Context: an optimization exercise on an open-source flow, tuned for small area, a short achievable clock period and few clock cycles per item. The choices shown serve that exercise and are no tape-out recipe. Only simulation tests tie the RTL to the original design; equivalence was not proved. Power figures rest on the tool's default switching activity, not on a simulated workload.

== run A ==
## rank_transform_top
module rank_transform_top #(
    parameter int MAX_ELEMENTS = rt_pkg::MAX_ELEMENTS_DEF
) (
    input  logic                              clk,
    input  logic                              rst_n,
    input  logic                              item_valid,
    output logic                              item_stall,
    input  logic signed [rt_pkg::VALUE_W-1:0] value,
    input  logic                              last,
    output logic                              res_valid,
    input  logic                              res_stall,
    output logic [rt_pkg::RANK_W-1:0]         rank,
    output logic                              final_res,
    output logic                              overflow
);
    function automatic logic [1:0] gp16(input logic [15:0] a, input logic [15:0] b);
        logic [15:0] g;
        logic [15:0] p;
        g = a & ~b;
        p = a | ~b;
        for (int w = 1; w < 16; w = w * 2)
        begin
            for (int i = 0; i < 16; i = i + 2 * w)
            begin
                g[i] = g[i + w] | (p[i + w] & g[i]);
                p[i] = p[i + w] & p[i];
            end
        end
        gp16 = {g[0], p[0]};
    endfunction
    function automatic logic [5:0] add6(input logic [5:0] a, input logic [5:0] b,
                                        input logic ci);
        logic [5:0] g;
        logic [5:0] t;
        logic [5:0] c;
        g = a & b;
        t = a | b;
        for (int i = 0; i < 6; i++)
        begin
            logic acc;
            logic run;
            acc = 1'b0;
            run = 1'b1;
            for (int k = i - 1; k >= 0; k--)
            begin
                acc = acc | (run & g[k]);
                run = run & t[k];
            end
            c[i] = acc | (run & ci);
        end
        add6 = a ^ b ^ c;
    endfunction
    function automatic logic [5:0] cstep(input logic [5:0] s);
        cstep = {s[4:0], s[5] ^ s[4] ^ (s[4:0] == 5'd0)};
    endfunction
    localparam int N  = 64;    
    localparam int FD = 8;     
    localparam int PD = 4;     
    logic                stall_reg;
    logic                in_v;
  ...
Size: about 11000 cells after synthesis, about 3100 flip-flops.
Settings: LEC_CHECK=0, CAP_MARGIN=20, CORE_MARGIN=2, CORE_UTILIZATION=40, CTS_BUF_LIST=sky130_fd_sc_hd__clkbuf_8 sky130_fd_sc_hd__clkbuf_16, CTS_CLUSTER_DIAMETER=100, CTS_CLUSTER_SIZE=20, SETUP_SLACK_MARGIN=3.45, SLEW_MARGIN=20; clock period 6.0 ns.
run.sh (not shown) runs the stock make flow with config.mk's settings and CLKGATE_MAP_FILE= SYNTH_SCRIPT=/design/flow/synth_recipe.tcl, a recipe that flattens the netlist after the stock synthesis.
Run A reached the end of the flow, and the finished layout is clean on the timing, design-rule and antenna checks.
Testbench counts of run A, summed over its fixed seeds: cycles 7,042, items 6,357.
[inputs] run B vs run A
-- flow/config.mk --
<<< run A, line 8
export CAP_MARGIN = 20
export CORE_MARGIN = 2
export CORE_UTILIZATION = 40
export CTS_BUF_LIST = sky130_fd_sc_hd__clkbuf_8 sky130_fd_sc_hd__clkbuf_16
export CTS_CLUSTER_DIAMETER = 100
>>> run B, line 8
export CAP_MARGIN = 20
export CORE_MARGIN = 2
export CORE_UTILIZATION = 50
export CTS_BUF_LIST = sky130_fd_sc_hd__clkbuf_8 sky130_fd_sc_hd__clkbuf_16
export CTS_CLUSTER_DIAMETER = 100
--- outcome ---
Looking at slew of the pin with the lowest slew margin, run B sits 0.051 ns lower than run A does. Power delta (run A -> run B): insignificant. The final reports for run B and run A show count of placed standard cells in the final layout, fillers left out lower in the former. Global-route track usage on met3 | run B above run A. What run A reported for area of the die has to be multiplied by 0.801 to get the figure for run B. Comparing run B and run A, the lower post-route met1 wirelength is on run B. Looking only at multi-input logic portion of the cell area, and setting everything else aside, the lower value of run B and run A goes to run A. Comparing run A with run B, the flop-to-flop setup slack came out essentially unchanged. Run B vs run A, critical path's slowest cell: dfrtp_2 vs a222oi_1.
#### Input delta (run C over run B)
==> flow/config.mk <==
export PLATFORM = sky130hd
export DESIGN_NAME = rank_transform_top
export DESIGN_NICKNAME = rank_transform_top
export VERILOG_FILES = /design/flow/design.v
export SDC_FILE = /design/flow/constraint.sdc
export NUM_CORES = 4
export LEC_CHECK = 0
export CAP_MARGIN = 20
export CORE_MARGIN = 2
export CORE_UTILIZATION = 40
export CTS_BUF_LIST = sky130_fd_sc_hd__clkbuf_8 sky130_fd_sc_hd__clkbuf_16
export CTS_CLUSTER_DIAMETER = 100
export CTS_CLUSTER_SIZE = 20
export SETUP_SLACK_MARGIN = 3.3
export SLEW_MARGIN = 20
==> notes.md <==
- Compared with run B, in run C internal power consumption fell about 0.9%; total of plain and repair buffers excluding clock buffers saw a decrease.
- Share of power burned in combinational logic | run C below run B
- Setup WNS run B -> run C: worse
- Compared with run B, in run C total routed wire length on the met1 layer fell by about 1.5%, total via count after detailed routing fell by 0.35%, worst hold slack fell by 0.042 ns, delay contributed by the slowest stage of the critical path rose by 0.16 ns, count of clock-buffer cells in the layout fell by 1.
- Against run B, run C comes in 14 lower on initial antenna violation count.

========
Starting RTL as in the previous note.
clock: 6.0 ns
lec_check: 0
cap_margin: 20
core_margin: 2
core_utilization: 50
cts_buf_list: sky130_fd_sc_hd__clkbuf_8 sky130_fd_sc_hd__clkbuf_16
cts_cluster_diameter: 100
cts_cluster_size: 20
setup_slack_margin: 3.55
slew_margin: 20
The first run went through all stages and came out clean.
Testbench counts at the start, summed over its fixed seeds: cycles 7,042, items 6,357.
Change:
- CORE_UTILIZATION: 50 -> 40
Outcome:
- power goes down by 0.32%
- first-iteration DRC count goes down by about 4.7%
- utilization goes down by 11 points
- combinational power goes down by about 3.7%
- area after synthesis does not change
- worst setup slack loses 58 ps
- wire length goes down by 3.4%

-- port drivers added, routing unchanged --
How much do the figures lean on ideal ports? The routed layouts below were timed once more, with nothing changed but the port constraints.
Step 1 (the two cells are an assumption about what drives the block):
set clk [get_ports {clk}]
set_driving_cell -lib_cell sky130_fd_sc_hd__clkbuf_16 $clk
set_driving_cell -lib_cell sky130_fd_sc_hd__buf_2 [delete_from_list [all_inputs] $clk]
Step 2 moves the port delays by t, midway between the first and last clock arrival at a register: inputs arrive t later, outputs are due t later. That takes back most of the time a late clock gives input paths.
a / b / c = ideal / step 1 / step 2; a / b = the first two.
run | t (ns) | setup WS [ns] | cell pins on the clock port's net
run A | 0.991 | 3.321 / 3.224 / 2.548 | 1
run B | 0.971 | 3.317 / 3.223 / 2.641 | 1
run C | 0.991 | 3.246 / 3.236 / 2.445 | 1
the first run of note 2 | 0.978 | 3.322 / 3.226 / 2.483 | 1
the second run of note 2 | 0.981 | 3.263 / 3.158 / 2.617 | 1
After both steps every run listed still meets setup and hold. The setup slack of the first run of note 2, which loses most, moves by -0.096 ns with the drivers and by -0.839 ns with both steps.
